From an optimization exercise on the open Yosys and OpenROAD flow, aimed at small area; shortcuts taken in it are not production practice. Function was checked by simulation only, so behaviour that the tests miss may differ from the original. Power and IR drop assume default switching activity.

[flow/config.mk]
export PLATFORM = sky130hd
export DESIGN_NAME = dual_port_ram
export DESIGN_NICKNAME = dual_port_ram
export VERILOG_FILES = /design/flow/design.v
export SDC_FILE = /design/flow/constraint.sdc
export NUM_CORES = 4
export LEC_CHECK = 0
export CAP_MARGIN = 20
export CORE_MARGIN = 2
export CORE_UTILIZATION = 40
export CTS_BUF_LIST = sky130_fd_sc_hd__clkbuf_16
export CTS_CLUSTER_DIAMETER = 80
export CTS_CLUSTER_SIZE = 30
export SLEW_MARGIN = 20
[flow/constraint.sdc]
create_clock -name core_clock -period 6.0 [get_ports {clk}]
set_input_delay 1.2000 -clock core_clock [delete_from_list [all_inputs] [get_ports {clk}]]
set_output_delay 1.2000 -clock core_clock [all_outputs]
set_load 0.01 [all_outputs]
[flow/design.v]
module dual_port_ram #(
    parameter int width = 8,
    parameter int depth = 256,
    parameter int addr  = 8
) (
    input  logic             clk,
    input  logic             rst,
    input  logic             rd_en0,
    input  logic             rd_en1,
    input  logic             wr_en0,
    input  logic             wr_en1,
    input  logic [width-1:0] data_in0,
    input  logic [width-1:0] data_in1,
    input  logic [addr-1:0]  rd_addr0,
    input  logic [addr-1:0]  wr_addr0,
    input  logic [addr-1:0]  rd_addr1,
    input  logic [addr-1:0]  wr_addr1,
    output logic [width-1:0] data_out0,
    output logic [width-1:0] data_out1
);
    logic [width-1:0] r_data_out0;
    logic [width-1:0] r_data_out1;
    logic [width-1:0] w_rd_data0 [0:depth];
    logic [width-1:0] w_rd_data1 [0:depth];
    logic             w_we0;
    logic             w_we1;
    assign w_we0 = wr_en0 & ~rst;
    assign w_we1 = wr_en1 & ~rst;
    assign w_rd_data0[0] = '0;
    assign w_rd_data1[0] = '0;
    for (genvar w = 0; w < depth; w++) begin : g_word
        logic [width-1:0] r_word;
        logic             w_sel0;
        logic             w_sel1;
        logic             w_hold;
        assign w_sel0 = w_we0 & (wr_addr0 == addr'(w));
        assign w_sel1 = w_we1 & (wr_addr1 == addr'(w)) & ~w_sel0;
        assign w_hold = ~(w_sel0 | w_sel1);
        always_ff @(posedge clk) begin
            r_word <= ({width{w_sel0}} & data_in0)
                    | ({width{w_sel1}} & data_in1)
                    | ({width{w_hold}} & r_word);
        end
        assign w_rd_data0[w+1] = w_rd_data0[w] | ({width{rd_addr0 == addr'(w)}} & r_word);
        assign w_rd_data1[w+1] = w_rd_data1[w] | ({width{rd_addr1 == addr'(w)}} & r_word);
    end
    always_ff @(posedge clk) begin
        if (rst) begin
            r_data_out0 <= '0;
            r_data_out1 <= '0;
        end else begin
            if (rd_en0) begin
                r_data_out0 <= w_rd_data0[depth];
            end
            if (rd_en1) begin
                r_data_out1 <= w_rd_data1[depth];
            end
        end
    end
    assign data_out0 = r_data_out0;
    assign data_out1 = r_data_out1;
endmodule
[flow/run.sh]
#!/bin/bash
# synth_recipe.tcl (not shown) runs the flow's synth.tcl, then flattens the netlist and writes it again
# the make line also repeats each setting of config.mk as NAME=value (left out here)
make -C /OpenROAD-flow-scripts/flow DESIGN_CONFIG=/design/flow/config.mk WORK_HOME=/design/flow/orfs CLKGATE_MAP_FILE= SYNTH_SCRIPT=/design/flow/synth_recipe.tcl finish
==> flow_summary_export.csv, run 1 <==
group,metric,value,unit
clock_tree,cts-htree-levels,3,
logic_synthesis,synth_nets,14214,
floorplanning,start_util,40.2,%
clock_tree,cts_buffers,119,
global_route,grt_max_degree,100,
logic_synthesis,synthDistinctLibCells,64,
floorplanning,num_io_pins,70,
logic_synthesis,synth-edff-count,0,
floorplanning,num_rows,196,
placed_design,dpl.hpwl,1180,mm
outcome,firstError,"[ERROR GRT-0116] Global routing finished with congestion. Check the congestion regions in the DRC Viewer.",
global_route,grt_overflow,25905,
logic_synthesis,netlist_area,0.115,mm^2
logic_synthesis,yosysSeqAreaShare,36.0,%
outcome,status,"stopped before the end",
logic_synthesis,synthCells,14160,
clock_tree,clock_tree.root_cell,"clkbuf_16",
clock_tree,clockBufferDepth,4,
floorplanning,die_w,540,um
clock_tree,holdBufCountCts,0,
logic_synthesis,yosysWarnings,3,
global_route,grt_pass1_wl,2110,mm
logic_synthesis,ys.flop_type,"dfxtp_1",
logic_synthesis,synth_seq_cells,2064,
global_route,grt_pass1_vias,169231,
clock_tree,post_cts_buffers,0,
clock_tree,cts-resized-gates,0,
logic_synthesis,syn_avg_cell_area,8.10,um^2
outcome,stop_stage,"global routing",
placed_design,gp_congestion,1.76,
placed_design,portBuffers,69,
logic_synthesis,async_flop_share,0,%
global_route,grt_use_total,107,%
floorplanning,die_height,540,um
clock_tree,cts_sinks,2064,
## synthesized netlist by cell type (56+ instances only)
library cell,instances,area [um^2]
a22o_1,131,1150
nand4_1,237,1480
o21ai_0,870,4350
buf_2,308,1540
nor2_1,1700,6380
a32oi_1,387,3390
dfxtp_1,2064,41300
buf_1,113,424
mux2i_1,2048,20500
nand3_1,599,3000
a222oi_1,118,1180
and3_1,138,863
a22oi_1,859,6450
a221oi_1,65,569
nor4_1,123,769
nand2_1,1340,5030
o22ai_1,282,1760
a21oi_1,1273,6370
or4_1,56,420
clkbuf_1,939,3520
## routing by layer
| layer | GRT overflow | global-route usage (%) |
|---|---|---|
| met2 | 14885 | 123 |
| met4 | 3989 | 106 |
| met3 | 2932 | 98.4 |
| met5 | 332 | 87.8 |
| met1 | 3767 | 102 |
## power by group through the flow
stage                     logic, mW  clock network, mW  registers, mW
after floorplan                1.76                  0           15.5
after global placement         3.77                  0           18.0
after CTS                      3.82               10.1           17.7
after detailed placement       3.81                  0           18.0
## cells by family after synthesis
| logic type | Yosys count | synth area share [%] |
|---|---|---|
| multiplexers | 2050 | 17.9 |
| buffers and inverters | 1384 | 4.95 |
| AO/OA/AOI/OAI | 4175 | 23.4 |
| AND/OR/NAND/NOR | 4487 | 17.7 |
| flip-flops | 2064 | 36.0 |
## metrics by stage
stage                     worst slack [ps]  instance area [um^2]  instances
after global placement                 460                127000      17980
after floorplan                       2560                115000      14160
after CTS                             1410                132000      18194
after detailed placement               445                127000      17985
## worst max path at each step
| stage | startpoint | to | cells past startpoint |
|---|---|---|---|
| 3_3_place_gp | rd_addr0[0] | r_data_out0[3]$_SDFFE_PP0P_ | 12 |
| 3_5_place_dp | rd_addr0[0] | r_data_out0[3]$_SDFFE_PP0P_ | 12 |
| 2_1_floorplan | rd_addr1[1] | r_data_out1[3]$_SDFFE_PP0P_ | 10 |
| 4_1_cts | rd_addr0[0] | r_data_out0[3]$_SDFFE_PP0P_ | 12 |
==> run 2: changes to the inputs <==
==> flow/design.v (replaced) <==
module dual_port_ram #(
    parameter int width = 8,
    parameter int depth = 256,
    parameter int addr  = 8
) (
    input  logic             clk,
    input  logic             rst,
    input  logic             rd_en0,
    input  logic             rd_en1,
    input  logic             wr_en0,
    input  logic             wr_en1,
    input  logic [width-1:0] data_in0,
    input  logic [width-1:0] data_in1,
    input  logic [addr-1:0]  rd_addr0,
    input  logic [addr-1:0]  wr_addr0,
    input  logic [addr-1:0]  rd_addr1,
    input  logic [addr-1:0]  wr_addr1,
    output logic [width-1:0] data_out0,
    output logic [width-1:0] data_out1
);
    logic [width-1:0] r_mem [0:depth-1];
    logic [width-1:0] r_data_out0;
    logic [width-1:0] r_data_out1;
    logic [width-1:0] w_rd_data0;
    logic [width-1:0] w_rd_data1;
    logic             w_wr1_allowed;
    assign w_wr1_allowed = wr_en1 && !(wr_en0 && (wr_addr0 == wr_addr1));
    assign w_rd_data0 = r_mem[rd_addr0];
    assign w_rd_data1 = r_mem[rd_addr1];
    always_ff @(posedge clk) begin
        if (!rst) begin
            if (wr_en0) begin
                r_mem[wr_addr0] <= data_in0;
            end
            if (w_wr1_allowed) begin
                r_mem[wr_addr1] <= data_in1;
            end
        end
    end
    always_ff @(posedge clk) begin
        if (rst) begin
            r_data_out0 <= '0;
            r_data_out1 <= '0;
        end else begin
            if (rd_en0) begin
                r_data_out0 <= w_rd_data0;
            end
            if (rd_en1) begin
                r_data_out1 <= w_rd_data1;
            end
        end
    end
    assign data_out0 = r_data_out0;
    assign data_out1 = r_data_out1;
endmodule
==> flow/config.mk (replaced) <==
export PLATFORM = sky130hd
export DESIGN_NAME = dual_port_ram
export DESIGN_NICKNAME = dual_port_ram
export VERILOG_FILES = /design/flow/design.v
export SDC_FILE = /design/flow/constraint.sdc
export NUM_CORES = 4
export LEC_CHECK = 0
export CAP_MARGIN = 40
export CORE_MARGIN = 2
export CORE_UTILIZATION = 40
export SLEW_MARGIN = 50
==> run 2 against run 1 <==
Net effect: area after synthesis increased by 8.3%; synthesized cell count shrank 42%; the run now finishes clean.
==> flow_summary_export.csv, run 2 <==
group,metric,value,unit
clock_tree,tritoncts,"done",
worst_setup_path,cp_max_fo,11,
logic_synthesis,synth-edff-count,2048,
worst_setup_path,r2r_start,"r_mem[16][4]$_DFFE_PP_",
final_layout,reg.largest.list,"r_mem: 2048 flops, r_data_out0: 8 flops, r_data_out1: 8 flops",
worst_setup_path,crit_chain,"clkdlybuf4s50_1 -> xnor2_1 -> nand3_2 -> o311ai_4 -> buf_6 -> nor3_2 -> nand3_4 -> buf_4 -> nor2_2 -> mux2_2",
final_layout,multi_input_comb_area,0.0591,mm^2
timing,finalCritPeriodShare,78.9,%
detailed_routing,vias,90670,
global_route,grt_use_total,34.4,%
detailed_routing,first_pass_iters,6,
placed_design,gp_congestion,1.02,
logic_synthesis,async_flop_share,0,%
placed_design,dpl.hpwl,372,mm
floorplanning,num_io_pins,70,
global_route,grt_max_degree,120,
clock_tree,holdBufCountCts,0,
final_layout,regArea,0.0618,mm^2
power_and_ir_drop,leakage,45.7,nW
floorplanning,num_rows,204,
floorplanning,core_area,0.309,mm^2
timing,worstMarginPinSlew,890,ps
worst_setup_path,slowest_delay,850,ps
power_and_ir_drop,switchingPower,9.35,mW
timing,tns,0,ps
logic_synthesis,synth_top_area_share,49.5,%
detailed_routing,dr.first_iter.drc_count,15691,
timing,setup_viol,0,
placed_design,dp_slack,305,ps
clock_tree,cts-htree-levels,4,
power_and_ir_drop,internal-power,25.7,mW
worst_setup_path,crit_start,"wr_addr0[3]",
timing,fin_skew,76.5,ps
final_layout,largest_register_ffs,2048,
final_layout,final_cell_mix,"edfxtp_1, mux2_2, mux4_2",
clock_tree,cts_sinks,2064,
logic_synthesis,synth_nets,8307,
global_route,antenna_found_initial,51,
floorplanning,start_util,40.2,%
logic_synthesis,yosysMostFrequentCell,"edfxtp_1",
global_route,grt_overflow,0,
outcome,status,"timing/DRC/antenna clean",
final_layout,regMostFlops,"r_mem",
power_and_ir_drop,p_sw_share,26.7,%
timing,fin_crit,4730,ps
min_path,min_from,"data_in0[1]",
placed_design,portBuffers,69,
final_layout,layout.nets,8373,
worst_setup_path,path_class,"in2reg",
power_and_ir_drop,seqPwrFrac,45.5,%
worst_setup_path,cpMaxStageDelayCell,"clkdlybuf4s50_1",
worst_setup_path,arrival,5380,ps
clock_tree,post_cts_buffers,0,
timing,slew_viol_final,0,
power_and_ir_drop,ir_worst_vdd,241,uV
detailed_routing,wl_per_cell,43.9,um
logic_synthesis,synth_common_cells,"edfxtp_1, mux2_2, mux4_2",
timing,hold_viol,0,
final_layout,drive_above_1_share,49.1,%
timing,fin_ws,1270,ps
timing,grt_setup_unrepaired,"false",
timing,fmax,211,MHz
logic_synthesis,synthCells,8253,
clock_tree,clock_tree.root_cell,"clkbuf_16",
run,max_cap_violations,0,
min_path,hold_class,"in2reg",
final_layout,nFillCells,26876,
floorplanning,die_height,561,um
clock_tree,path_clk_slew,60,ps
power_and_ir_drop,p_comb_share,12.9,%
detailed_routing,route.detailed.drc,0,
clock_tree,clk_latency,970,ps
logic_synthesis,yosysTopAreaCell,"edfxtp_1",
detailed_routing,wl,557,mm
final_layout,layout_commonest_cell,"edfxtp_1",
power_and_ir_drop,p_per_area,248,mW/mm^2
final_layout,area_delta_synth_final,13.7,%
floorplanning,die-area,0.315,mm^2
logic_synthesis,netlist_area,0.124,mm^2
power_and_ir_drop,p_clk_share,41.6,%
worst_setup_path,critPathCaptureType,"flip-flop",
logic_synthesis,synthDistinctLibCells,75,
clock_tree,cts_buffers,239,
global_route,grt_pass1_wl,752,mm
logic_synthesis,yosysWarnings,1,
timing,max_slew_margin,40.0,%
worst_setup_path,critical_path_required,6650,ps
logic_synthesis,yosysSeqAreaShare,49.7,%
worst_setup_path,cp-start-kind,"input port",
detailed_routing,antenna_left,0,
floorplanning,die_w,561,um
logic_synthesis,syn_avg_cell_area,15.1,um^2
detailed_routing,avgViaCountPerCell,7.15,
clock_tree,cts-resized-gates,0,
logic_synthesis,netlist_top_cells_area,"edfxtp_1, mux2_2, mux4_2, mux2i_1, clkbuf_1",
global_route,grt_pass1_vias,86784,
clock_tree,clockBufferDepth,4,
logic_synthesis,ys.flop_type,"edfxtp_1",
logic_synthesis,synth_seq_cells,2064,
[run 2: changes by cell type after synthesis, moves of 529 or more]
cell | before | now
dfxtp_1 | 2064 | 16
edfxtp_1 | 0 | 2048
mux2_2 | 1 | 1899
mux2i_1 | 2048 | 513
nor2_1 | 1700 | 208
a21oi_1 | 1273 | 74
nand2_1 | 1340 | 228
mux4_2 | 0 | 828
a22oi_1 | 859 | 85
o21ai_0 | 870 | 206
nand3_1 | 599 | 70
[run 2: layout make-up]
type                    instances  share of cell area, %
inverters                       9                 0.0310
repair buffers                773                   5.40
flip-flops and latches       2064                   43.7
clock buffers                 305                   4.44
multi-input cells            5232                   41.8
well taps                    4120                   3.65
diodes                         35                 0.0620
clock inverters               136                  0.858
[run 2: layer usage]
metal	share of wire, %	routed length, um	track usage, %
met1	35	195000	42.9
met4	8.3	46200	24.0
met3	14	76300	11.9
met5	0.070	390	0.181
met2	43	239000	50.1
[run 2: logic make-up (layout without fill, tap and decap cells)]
kind of cell | Yosys count | in the layout | synth area share, %
AOI/OAI and AO/OA | 990 | 990 | 5.31
xor gates and xnor gates | 8 | 8 | 0.0564
other | 0 | 35 | 0
and+or+nand+nor | 834 | 834 | 3.26
buffers and inverters | 957 | 1223 | 3.84
DFF | 2064 | 2064 | 49.7
muxes | 3400 | 3400 | 37.8
[run 2: final timing paths]
kind / end / slack, ps / cells after the start
setup / recovery: r_mem[220][2]$_DFFE_PP_ / 1270 / 10
hold / removal: r_mem[28][1]$_DFFE_PP_ / 580 / 2
setup reg to reg: r_data_out0[4]$_SDFFE_PP0P_ / 2910 / 9
hold reg to reg: r_data_out1[2]$_SDFFE_PP0P_ / 620 / 2
[run 2: per-stage QoR]
stage	util (%)	cells	area, um^2	hold WS (ps)	total power, mW
finish	45.7	12674	141000	579	35.0
global route	45.7	12645	141000	574	35.5
CTS	45.5	12628	141000	541	34.8
detailed placement	43.0	12187	133000	591	20.5
global placement	42.5	12149	131000	592	20.4
floorplan	-	8253	124000	495	18.6
[run 2: power by group through the flow]
stage	Sequential, mW	Combinational [mW]	Clock (mW)
after floorplan	16.2	2.42	0
after detailed placement	16.2	4.26	0
after global placement	16.2	4.13	0
after global routing	15.9	4.50	15.1
after CTS	15.9	4.28	14.6
final	15.9	4.50	14.6
[run 2: worst max-delay path: cells and delay by family]
family                 cells  cell delay (ps)
XOR/XNOR                   1              170
buffers and inverters      3             1460
multiplexers               1              400
AND/OR/NAND/NOR            4             1940
AO/OA/AOI/OAI              1              170

==> static timing again, ports no longer ideal <==
No port has a modelled driver above. Below, the same layout with a new extraction and two added sets of constraints. Step 1 (the two cells are an assumption about what drives the block):
set clk [get_ports {clk}]
set_driving_cell -lib_cell sky130_fd_sc_hd__clkbuf_16 $clk
set_driving_cell -lib_cell sky130_fd_sc_hd__buf_2 [delete_from_list [all_inputs] $clk]
Step 2, shift: input delay + t, output delay - t, t = (earliest + latest rising clock arrival at the registers) / 2. This alone moves slack from input paths to output paths. a / b / c = no drivers / after step 1 / after step 2; a / b = the first two.
run: run 2
shift t [ns]: 1.026
slack for setup (ns): 1.266 / 1.341 / 0.314
latest minus earliest clock arrival (ns): 0.081 / 0.081
After both steps setup and hold are still met in run 2. For run 2, drivers alone change the setup slack by +0.075 ns; drivers and shift together by -0.952 ns.
